What follows belongs to an exercise in optimizing a design on an open flow for small area and a short achievable clock period; a production flow would make more cautious choices. Only simulation tests tie the RTL to the original design; equivalence was not proved. Power figures rest on the tool's default switching activity, not on a simulated workload.

==> v23 <==
Design fpgaSynth, start of the top module:
module fpgaSynth #(
	parameter int FifoDepth = 8,
	parameter int SclkDiv   = 4
) (
	input  logic        MAX10_CLK2_50,
	input  logic        arstN,
	input  logic        cfgWe,
	input  logic        cfgKind,
	input  logic [1:0]  cfgVoice,
	input  logic [31:0] cfgData,
	output logic        i2sSclk,
	output logic        i2sLrclk,
	output logic        i2sData
);
clock: 11.0 ns
lec_check: 0
cap_margin: 20
core_margin: 2
core_utilization: 40
cts_cluster_diameter: 100
cts_cluster_size: 28
slew_margin: 20
standard.sh (not shown) runs the stock make flow with config.mk's settings and CLKGATE_MAP_FILE= SYNTH_SCRIPT=/design/flow/synth_recipe.tcl, a recipe that flattens the netlist after the stock synthesis.
==> flow/flow/run.sh <==
#!/bin/bash
set -euo pipefail
MARGIN=$(cat flow/setup_margin.txt)
bash standard.sh "SETUP_SLACK_MARGIN=${MARGIN}" finish > run_standard.log 2>&1
==> flow/flow/setup_margin.txt <==
7.5
==> v27 (differences from v23) <==
--- a/flow/design.v
+++ b/flow/design.v
@@ -78,32 +78,30 @@
 	localparam int PW = synthPkg::PhaseW;
 	localparam int SW = synthPkg::SampleW;
 	localparam int AW = synthPkg::AccW;
 	logic [3:0]           visit;
 	logic                 start;
 	logic                 frame0;
 	logic [PW-1:0]        phase [synthPkg::NumVoices];
 	logic [PW-1:0]        curPhase;
-	logic                 phase3Carry;
 	logic [SW-2:0]        fold;
 	logic [SW-1:0]        waveVal;
 	logic [7:0]           boothNeg, boothOne, boothTwo;
 	logic                 v1Valid, v1First, v1Last;
 	logic                 v2Valid, v2First, v2Last;
 	logic                 v3Last;
 	logic [7:0]           r1Neg, r1One, r1Two;
 	logic [SW-1:0]        r1Amp;
 	logic [AW-1:0]        r2RowS;
 	logic [AW-1:0]        r2RowC;
-	logic                 r2CLow, r2GHi, r2PHi;
+	logic                 r2Cin;
 	logic [AW-1:0]        rowS;
 	logic [AW-1:0]        rowC;
-	logic                 rowCLow, rowGHi, rowPHi;
-	logic                 r2Cin;
+	logic                 rowCin;
 	logic [AW-1:0]        acc;
 	assign rdSel = visit;
 	assign start = visit == 4'd0 && (first ? (tick <= 8'd40) : (tick == 8'd8));
 	assign curPhase = frame0 ? '0 : phase[0];
 	always_ff @(posedge MAX10_CLK2_50 or negedge arstN) begin
 		if (!arstN) begin
 			visit    <= '0;
 			frame0   <= 1'b1;
@@ -128,19 +126,18 @@
 			v3Last  <= v2Last;
 		end
 	end
 	assign frameDone = v3Last;
 	always_ff @(posedge MAX10_CLK2_50) begin
 		if (|visit) begin
 			phase[0] <= phase[1];
 			phase[1] <= phase[2];
-			phase[2] <= {phase[3][PW-1:PW/2] + (PW/2)'(phase3Carry), phase[3][PW/2-1:0]};
-			{phase3Carry, phase[3][PW/2-1:0]} <= {1'b0, curPhase[PW/2-1:0]} + {1'b0, rdIncr[PW/2-1:0]};
-			phase[3][PW-1:PW/2] <= curPhase[PW-1:PW/2] + rdIncr[PW-1:PW/2];
+			phase[2] <= phase[3];
+			phase[3] <= curPhase + rdIncr;
 		end
 	end
 	assign fold = curPhase[PW-1] ? ~curPhase[PW-2 -: SW-1] : curPhase[PW-2 -: SW-1];
 	always_comb begin
 		case (rdWave)
 			synthPkg::WaveSaw:      waveVal = curPhase[PW-1 -: SW];
 			synthPkg::WaveSquare:   waveVal = curPhase[PW-1] ? 16'h8000 : 16'h7fff;
 			synthPkg::WaveTriangle: waveVal = {~fold[SW-2], fold[SW-3:0], 1'b0};
@@ -160,34 +157,29 @@
 	end
 	always_ff @(posedge MAX10_CLK2_50) begin
 		r1Neg  <= boothNeg;
 		r1One  <= boothOne;
 		r1Two  <= boothTwo;
 		r1Amp  <= rdAmp;
 		r2RowS <= rowS;
 		r2RowC <= rowC;
-		r2CLow <= rowCLow;
-		r2GHi  <= rowGHi;
-		r2PHi  <= rowPHi;
+		r2Cin  <= rowCin;
 		if (v2Valid) begin
 			acc <= (v2First ? '0 : acc) + r2RowS + r2RowC + AW'(r2Cin);
 		end
 	end
-	assign r2Cin = r2GHi | (r2PHi & r2CLow);
 	mulRows mul0 (
 		.neg  (r1Neg),
 		.one  (r1One),
 		.two  (r1Two),
 		.a    (r1Amp),
 		.rowS (rowS),
 		.rowC (rowC),
-		.cLow (rowCLow),
-		.gHi  (rowGHi),
-		.pHi  (rowPHi)
+		.cin  (rowCin)
 	);
 	always_comb begin
 		if (acc[AW-1] && !(&acc[AW-2:SW-1])) begin
 			mixed = 16'h8000;
 		end else if (!acc[AW-1] && (|acc[AW-2:SW-1])) begin
 			mixed = 16'h7fff;
 		end else begin
 			mixed = acc[SW-1:0];
@@ -196,24 +188,21 @@
 endmodule
 module mulRows (
 	input  logic [7:0]  neg,
 	input  logic [7:0]  one,
 	input  logic [7:0]  two,
 	input  logic [15:0] a,
 	output logic [17:0] rowS,
 	output logic [17:0] rowC,
-	output logic        cLow,
-	output logic        gHi,
-	output logic        pHi
+	output logic        cin
 );
 	logic t0, t1, t2, t3, t4, t5, t6, t7, t8, t9, t10, t11, t12, t13, t14, t15, t16, t17, t18, t19, t20, t21, t22, t23, t24, t25, t26, t27, t28, t29, t30, t31, t32, t33, t34, t35, t36, t37, t38, t39, t40, t41, t42, t43, t44, t45, t46, t47, t48, t49, t50, t51, t52, t53, t54, t55, t56, t57, t58, t59, t60, t61, t62, t63, t64, t65, t66, t67, t68, t69, t70, t71, t72, t73, t74, t75, t76, t77, t78, t79, t80, t81, t82, t83, t84, t85, t86, t87, t88, t89, t90, t91, t92, t93, t94, t95, t96, t97, t98, t99, t100, t101, t102, t103, t104, t105, t106, t107, t108, t109, t110, t111, t112, t113, t114, t115, t116, t117, t118, t119, t120, t121, t122, t123, t124, t125, t126, t127, t128, t129, t130, t131, t132, t133, t134, t135, t136, t137, t138, t139, t140, t141, t142, t143, t144, t145, t146, t147, t148, t149, t150, t151, t152, t153, t154, t155, t156, t157, t158, t159, t160, t161, t162, t163, t164, t165, t166, t167, t168, t169, t170, t171, t172, t173, t174, t175, t176, t177, t178, t179, t180, t181, t182, t183, t184, t185, t186, t187, t188, t189, t190, t191, t192, t193, t194, t195, t196, t197, t198, t199, t200, t201, t202, t203, t204, t205, t206, t207, t208, t209, t210, t211, t212, t213, t214, t215, t216, t217, t218, t219, t220, t221, t222, t223, t224, t225, t226, t227, t228, t229, t230, t231, t232, t233, t234, t235, t236, t237, t238, t239, t240, t241, t242, t243, t244, t245, t246, t247, t248, t249, t250, t251, t252, t253, t254, t255, t256, t257, t258, t259, t260, t261, t262, t263, t264, t265, t266, t267, t268, t269, t270, t271, t272, t273, t274, t275, t276, t277, t278, t279, t280, t281, t282, t283, t284, t285, t286, t287, t288, t289, t290, t291, t292, t293, t294, t295, t296, t297, t298, t299, t300, t301, t302, t303, t304, t305, t306, t307, t308, t309, t310, t311, t312, t313, t314, t315, t316, t317, t318, t319, t320, t321, t322, t323, t324, t325, t326, t327, t328, t329, t330, t331, t332, t333, t334, t335, t336, t337, t338, t339, t340, t341, t342, t343, t344, t345, t346, t347, t348, t349, t350, t351, t352, t353, t354, t355, t356, t357, t358, t359, t360, t361, t362, t363, t364, t365, t366, t367, t368, t369, t370, t371, t372, t373, t374, t375, t376, t377, t378, t379, t380, t381;
 	logic [15:0] lowS, lowC;
-	logic [12:0] lowSum;
-	logic [4:0] hiSum;
+	logic [16:0] lowSum;
 	assign t0 = ((one[0] & a[0])) ^ neg[0];
 	assign t1 = ((one[0] & a[1]) | (two[0] & a[0])) ^ neg[0];
 	assign t2 = ((one[0] & a[2]) | (two[0] & a[1])) ^ neg[0];
 	assign t3 = ((one[0] & a[3]) | (two[0] & a[2])) ^ neg[0];
 	assign t4 = ((one[0] & a[4]) | (two[0] & a[3])) ^ neg[0];
 	assign t5 = ((one[0] & a[5]) | (two[0] & a[4])) ^ neg[0];
 	assign t6 = ((one[0] & a[6]) | (two[0] & a[5])) ^ neg[0];
 	assign t7 = ((one[0] & a[7]) | (two[0] & a[6])) ^ neg[0];
@@ -590,21 +579,18 @@
 	assign t378 = t125 ^ t141 ^ t323;
 	assign t379 = (t125 & t141) | (t125 & t323) | (t141 & t323);
 	assign t380 = 1'b1 ^ t142;
 	assign t381 = 1'b1 & t142;
 	assign lowS = {t349, t347, t345, t343, t341, t339, t337, t335, t333, t331, t329, t327, t325, t324, t1, neg[0]};
 	assign lowC = {t350, t348, t346, t344, t342, t340, t338, t336, t334, t332, t330, t328, t326, t2, 1'b0, t0};
 	assign rowS = {1'b1, 1'b1, t381, t379, t377, t375, t373, t371, t369, t367, t365, t363, t361, t359, t357, t355, t353, t351};
 	assign rowC = {1'b0, 1'b0, t143, t380, t378, t376, t374, t372, t370, t368, t366, t364, t362, t360, t358, t356, t354, t352};
-	assign lowSum = {1'b0, lowS[11:0]} + {1'b0, lowC[11:0]};
-	assign cLow = lowSum[12];
-	assign hiSum = {1'b0, lowS[15:12]} + {1'b0, lowC[15:12]};
-	assign gHi = hiSum[4];
-	assign pHi = &(lowS[15:12] ^ lowC[15:12]);
+	assign lowSum = {1'b0, lowS} + {1'b0, lowC};
+	assign cin = lowSum[16];
 endmodule
 `timescale 1ns/1ps
 module sampleFifo (
 	input  logic                         MAX10_CLK2_50,
 	input  logic [7:0]                   tick,
 	input  logic                         first,
 	input  logic                         frameDone,
 	input  logic [synthPkg::SampleW-1:0] newSample,
==> flow/run.sh (new file) <==
#!/bin/bash
# synth_recipe.tcl (not shown) runs the flow's synth.tcl, then flattens the netlist and writes it again
# the make line also repeats each setting of config.mk as NAME=value (left out here)
make -C /OpenROAD-flow-scripts/flow DESIGN_CONFIG=/design/flow/config.mk WORK_HOME=/design/flow/orfs CLKGATE_MAP_FILE= SYNTH_SCRIPT=/design/flow/synth_recipe.tcl finish
- CTS_CLUSTER_DIAMETER: 100 -> not set
- CTS_CLUSTER_SIZE: 28 -> not set
removed: flow/flow/run.sh
removed: flow/flow/setup_margin.txt
removed: flow/standard.sh
==> v38 (differences from v23) <==
- CTS_CLUSTER_DIAMETER: 100 -> not set
- CTS_CLUSTER_SIZE: 28 -> not set
==> summary of the runs <==
Synthesized cell count is the same in v23 and v38. Against v27, the area after synthesis of v23 is higher by 1.1%. The lowest global-route usage belongs to v23, the highest to v27. In v27 the clock-buffer cell count is lower than in v38, by 3. Design area, highest first: v38, v27, v23. v38 produced a clean layout. v23 produced a clean layout. v27 completed with no timing, DRC or antenna violations. The lowest via count belongs to v27, the highest to v38. In v27 the die area is smaller than in v23, by about 1%. Combinational power, lowest first: v27, v38, v23. Maximum frequency, lowest first: v27, v23, v38. Against v27, the flip-flop and latch count of v38 is higher by 3.
==> figures <==
Final Power: v27 0.00427 W; v23 0.00358 W; v38 0.00451 W
Met2 WL post-DR: v27 25,300 um; v23 26,500 um; v38 26,900 um
Share of flip-flops with an asynchronous set or reset after synthesis: v27 5.77%; v23 5.74%; v38 5.74%
Buffers & Inverters on Critical Path: v27 1; v23 2; v38 2
Reg-to-reg slack, setup: v27 6.74 ns; v23 7.52 ns; v38 7.53 ns
WP data arrival: v27 4.62 ns; v23 3.96 ns; v38 3.96 ns
Count of antenna diodes in the layout: v27 1; v23 0; v38 0
Final setup skew: v27 0.0448 ns; v23 0.0558 ns; v38 0.0811 ns
Final routed wirelength across all metal layers: v27 56,300 um; v23 55,500 um; v38 56,600 um
Hold Slack: v27 0.354 ns; v23 0.365 ns; v38 0.370 ns
Floorplan die height: v27 265 um; v23 267 um; v38 267 um
Non-clock buffer contribution to total cell area: v27 2.01%; v23 3.13%; v38 2.57%
Run status: v27 timing/DRC/antenna clean; v23 timing/DRC/antenna clean; v38 timing/DRC/antenna clean
Number of tap cells inserted: v27 873; v23 882; v38 882
Relative slew slack: v27 36.7%; v23 32.1%; v38 32.5%
Switching portion of total power: v27 19.8%; v23 20.1%; v38 20.3%
Unrepaired setup endpoints after global routing: v27 false; v23 true; v38 true
Most Frequent Cell on Critical Path: v27 -; v23 fa_1; v38 fa_1
Sequential cell area in the final layout: v27 16,300 um^2; v23 16,500 um^2; v38 16,500 um^2
Routing usage on met3: v27 2.32%; v23 2.14%; v38 2.67%
Total area of multi-input combinational cells: v27 10,100 um^2; v23 10,400 um^2; v38 10,500 um^2

afterwards: timing with drivers on the ports:
The results above use ideal ports. As a check the final layouts listed here were re-extracted and re-timed, cells and wires unchanged.
Step 1 (the two cells are an assumption about what drives the block):
set clk [get_ports {MAX10_CLK2_50}]
set_driving_cell -lib_cell sky130_fd_sc_hd__clkbuf_16 $clk
set_driving_cell -lib_cell sky130_fd_sc_hd__buf_2 [delete_from_list [all_inputs] $clk]
Step 2 also shifts input and output timing later by t, the mid clock arrival at the registers, as if the neighbouring blocks saw the same clock.
Slacks: ideal ports / drivers / drivers and shift; pairs: ideal ports / drivers.
run | t (ns) | setup slack, ns | worst setup path at the end | worst register clock-pin slew, ns
v23 | 0.665 | 7.516 / 7.516 / 6.895 | input to register | 0.11 / 0.11
v27 | 0.655 | 6.743 / 6.743 / 6.694 | input to register | 0.07 / 0.07
v38 | 0.685 | 7.528 / 7.528 / 6.907 | input to register | 0.07 / 0.07
After both steps every run listed still meets setup and hold.
